Source: an optimization exercise on an open RTL-to-GDS flow (aim: small area, a short achievable clock period and few clock cycles per item). Production flows keep margins and buffers that such runs may drop.
In this exercise RTL edits were held to simulation tests only and were not proved equivalent to the original.
Power figures rest on the tool's default switching activity, not on a simulated workload.

Setup of oak:
// stochastic_calcium_cluster_step
module stochastic_calcium_cluster_step #(
   parameter int NUM_CLUSTERS = scs_pkg::NUM_CLUSTERS_DEF,
   parameter int MAX_CHANNELS = scs_pkg::MAX_CHANNELS_DEF
) (
   input  logic                            clock,
   input  logic                            reset,
   input  logic                            req_tvalid,
   output logic                            req_tready,
   input  logic [scs_pkg::REQ_DATA_W-1:0]  req_tdata,
   input  logic                            req_tlast,
   output logic                            rsp_tvalid,
   input  logic                            rsp_tready,
   output logic [scs_pkg::RSP_DATA_W-1:0]  rsp_tdata,
   output logic                            rsp_tuser,
   input  logic                            csr_we,
   input  logic [scs_pkg::CSR_IDX_W-1:0]   csr_index,
   input  logic [scs_pkg::CSR_DATA_W-1:0]  csr_wdata
);
==> flow/config.mk <==
export PLATFORM = sky130hd
export DESIGN_NAME = stochastic_calcium_cluster_step
export DESIGN_NICKNAME = stochastic_calcium_cluster_step
export VERILOG_FILES = /design/flow/design.v
export SDC_FILE = /design/flow/constraint.sdc
export NUM_CORES = 4
export LEC_CHECK = 0
export CAP_MARGIN = 20
export CORE_MARGIN = 2
export CORE_UTILIZATION = 40
export PLACE_DENSITY = 0.6
export SETUP_SLACK_MARGIN = 3
export SLEW_MARGIN = 20
==> flow/constraint.sdc <==
create_clock -name core_clock -period 11.0 [get_ports {clock}]
set_input_delay 2.2000 -clock core_clock [delete_from_list [all_inputs] [get_ports {clock}]]
set_output_delay 2.2000 -clock core_clock [all_outputs]
set_load 0.01 [all_outputs]
run.sh (not shown) runs the stock make flow with config.mk's settings and CLKGATE_MAP_FILE= SYNTH_SCRIPT=/design/flow/synth_recipe.tcl, a recipe that flattens the netlist after the stock synthesis.
oak had finished all stages when the layout checks came back failing, citing capacitance limit, slew limit.
Testbench counts of oak, summed over its fixed seeds: cycles 3,751, steps 320.
What pine does differently from oak at the input level:
--- a/flow/design.v
+++ b/flow/design.v
@@ -142,14 +142,12 @@
    localparam int M_WAIT = 0, M_LK0 = 1, M_LK = 2, M_LKB = 3, M_CA = 4, M_SQ = 5,
                   M_CB = 6, M_LEAK = 7, M_BASE = 8;
    logic [8:0]  ms;
    logic        mc_q;
    logic [23:0] cn_q, mca_q;
    logic        mspk_q, neg_q, base_ok, m_den, m_conf;
-   logic        den_rdy_q;         
-   logic        cb_end;
    logic        eager_q, base_wr;    
    logic [25:0] base_q, base_nx;    
    logic [40:0] x_q;
    logic [44:0] acc_q;
    logic [7:0]  tsn_q;
    logic [2:0]  skip_q;
@@ -336,14 +334,13 @@
    scs_bk_add #(.W(25)) u_thr (
       .a({1'b0, cn_q}), .b(~{1'b0, thr_q}), .ci(1'b1), .s(thr_d), .co(thr_co));
    logic csr_hit;
    assign csr_hit = csr_we && (csr_index == 3'd4 || csr_index == 3'd6);
    logic handoff, rsp_free, pdone;
    assign rsp_free = ~rsp_v | rsp_tready;
-   assign cb_end   = ms[M_CB] & mc_q;
-   assign handoff  = m_den & den_rdy_q & (m_conf | (vfy_q & ~mispredict)) & ~d_div & ~d_fin & rsp_free;
+   assign handoff  = m_den & (m_conf | (vfy_q & ~mispredict)) & ~d_div & ~d_fin & rsp_free;
    always_ff @(posedge clock) begin
       if (reset) begin
          ms      <= 9'd1 << M_WAIT;
          mc_q    <= 1'b0;
          mca_q   <= scs_pkg::CA_REST_RST;
          mspk_q  <= 1'b0;
@@ -434,14 +431,14 @@
             m_den <= 1'b0;
             ms    <= 9'd1 << M_CA;
          end
       end
    end
    logic [40:0] dvs, rin;
-   assign dvs = d_q;
-   assign rin = r_q;
+   assign dvs = d_div ? d_q : x_q;
+   assign rin = d_div ? r_q : 41'((41'd1 << (16 + 3 * skip_q)) - 41'd1);
    logic [42:0] t1;
    logic [43:0] e1, e2, e3;
    logic [43:0] e1_s, e2_s, e3_s, x3, y3, z3, s3, c3;
    logic        e1_co, e2_co, e3_co;
    assign x3 = {1'b0, rin, 2'b11};
    assign y3 = ~{3'b0, dvs};
@@ -500,23 +497,21 @@
    assign h_init = (skip_q == 3'd0) ? 48'd0 : h_sub;
    assign pdone  = d_fin;
    always_ff @(posedge clock) begin
       if (reset) begin
          d_div  <= 1'b0;
          d_fin  <= 1'b0;
-         den_rdy_q <= 1'b0;
          rsp_v  <= 1'b0;
          p_q    <= P_RST;
          nl_q   <= 2'd0;
          vfy_q  <= 1'b0;
       end else begin
          vfy_q <= pdone;
          nl_q  <= nl_q + {1'b0, launch} - {1'b0, pdone};
-         den_rdy_q <= ~d_div & (cb_end | (m_den & ~handoff & ~mispredict));
-         if (!d_div) d_q <= cb_end ? msum[44:4] : x_q;
          if (handoff) begin
+            d_q    <= x_q;
             cnt_q  <= 4'd7 - 4'(skip_q);
             os_d   <= os_q;
             if (skip_q == 3'd7) d_fin <= 1'b1;
             else                d_div <= 1'b1;
          end
          if (d_div) begin
@@ -532,14 +527,13 @@
          end
          if (handoff)         rsp_v <= 1'b1;
          else if (rsp_tready) rsp_v <= 1'b0;
       end
    end
    always_ff @(posedge clock) begin
-      r_q <= (d_div | handoff) ? r2
-             : 41'((41'd1 << (16 + 3 * (cb_end ? skip : skip_q))) - 41'd1);
+      r_q <= r2;
       g_q <= {g1, g2};
       h_q <= handoff ? h_init : h_n;
    end
    assign rsp_tvalid = rsp_v;
    assign rsp_tdata  = {6'd0, mca_q, 2'd0, tsn_q};
    assign rsp_tuser  = mspk_q;
--- outcome ---
- Maximum frequency (higher): oak
- Hold slack of pine is on par with oak.
- pine vs. oak: combinational share of power went up by 7.6 points.
- The final period utilization of pine is higher than that of oak.
- Diff oak -> pine | count of clock-buffer cells in the layout | decrease of 12
- pine | status: complete | timing, DRC, antenna: pass
- Changes observed in pine relative to oak: layout multi-input combinational cell count grew by 27; non-clock buffer count grew by 72%; number of different library cells in the post-synthesis netlist grew by about 5.5%; sequential share of layout area shrank by 1.1 points.
- pine against oak; synthesized area is up slightly.
- pine ends up with higher number of vias in the routed layout than oak does.
- Parity-gate share of the synthesized area counting xor and xnor cells ends up higher on pine.
- The iteration count of the initial detailed-routing pass of pine is lower than that of oak.
- Area fraction of clock buffers and clock inverters came out lower on pine than on oak.
Testbench counts of pine, summed over its fixed seeds: cycles 3,751, steps 320.

[what the ideal ports hide]
Ports are ideal in the flow. The routed layouts listed here were re-timed in OpenROAD.
Step 1, drivers: a clkbuf_16 drives clock and a buf_2 each remaining input, both assumed.
Step 2 times the ports against the registers' clock, not the clock port: input delays grow and output delays shrink by t, the midpoint of the rising clock arrivals with the driver on.
Slacks: no drivers / after step 1 / after step 2; pairs: no drivers / after step 1.
run | t, ns | setup WS [ns] | worst hold slack (ns) | worst setup path after step 2
oak | 0.775 | 3.221 / 3.199 / 2.573 | 0.454 / 0.454 / 0.454 | input to register
pine | 0.772 | 2.692 / 2.692 / 2.470 | 0.455 / 0.455 / 0.455 | input to register
For oak, which loses most, drivers alone change the setup slack by -0.022 ns; drivers and shift together by -0.648 ns.
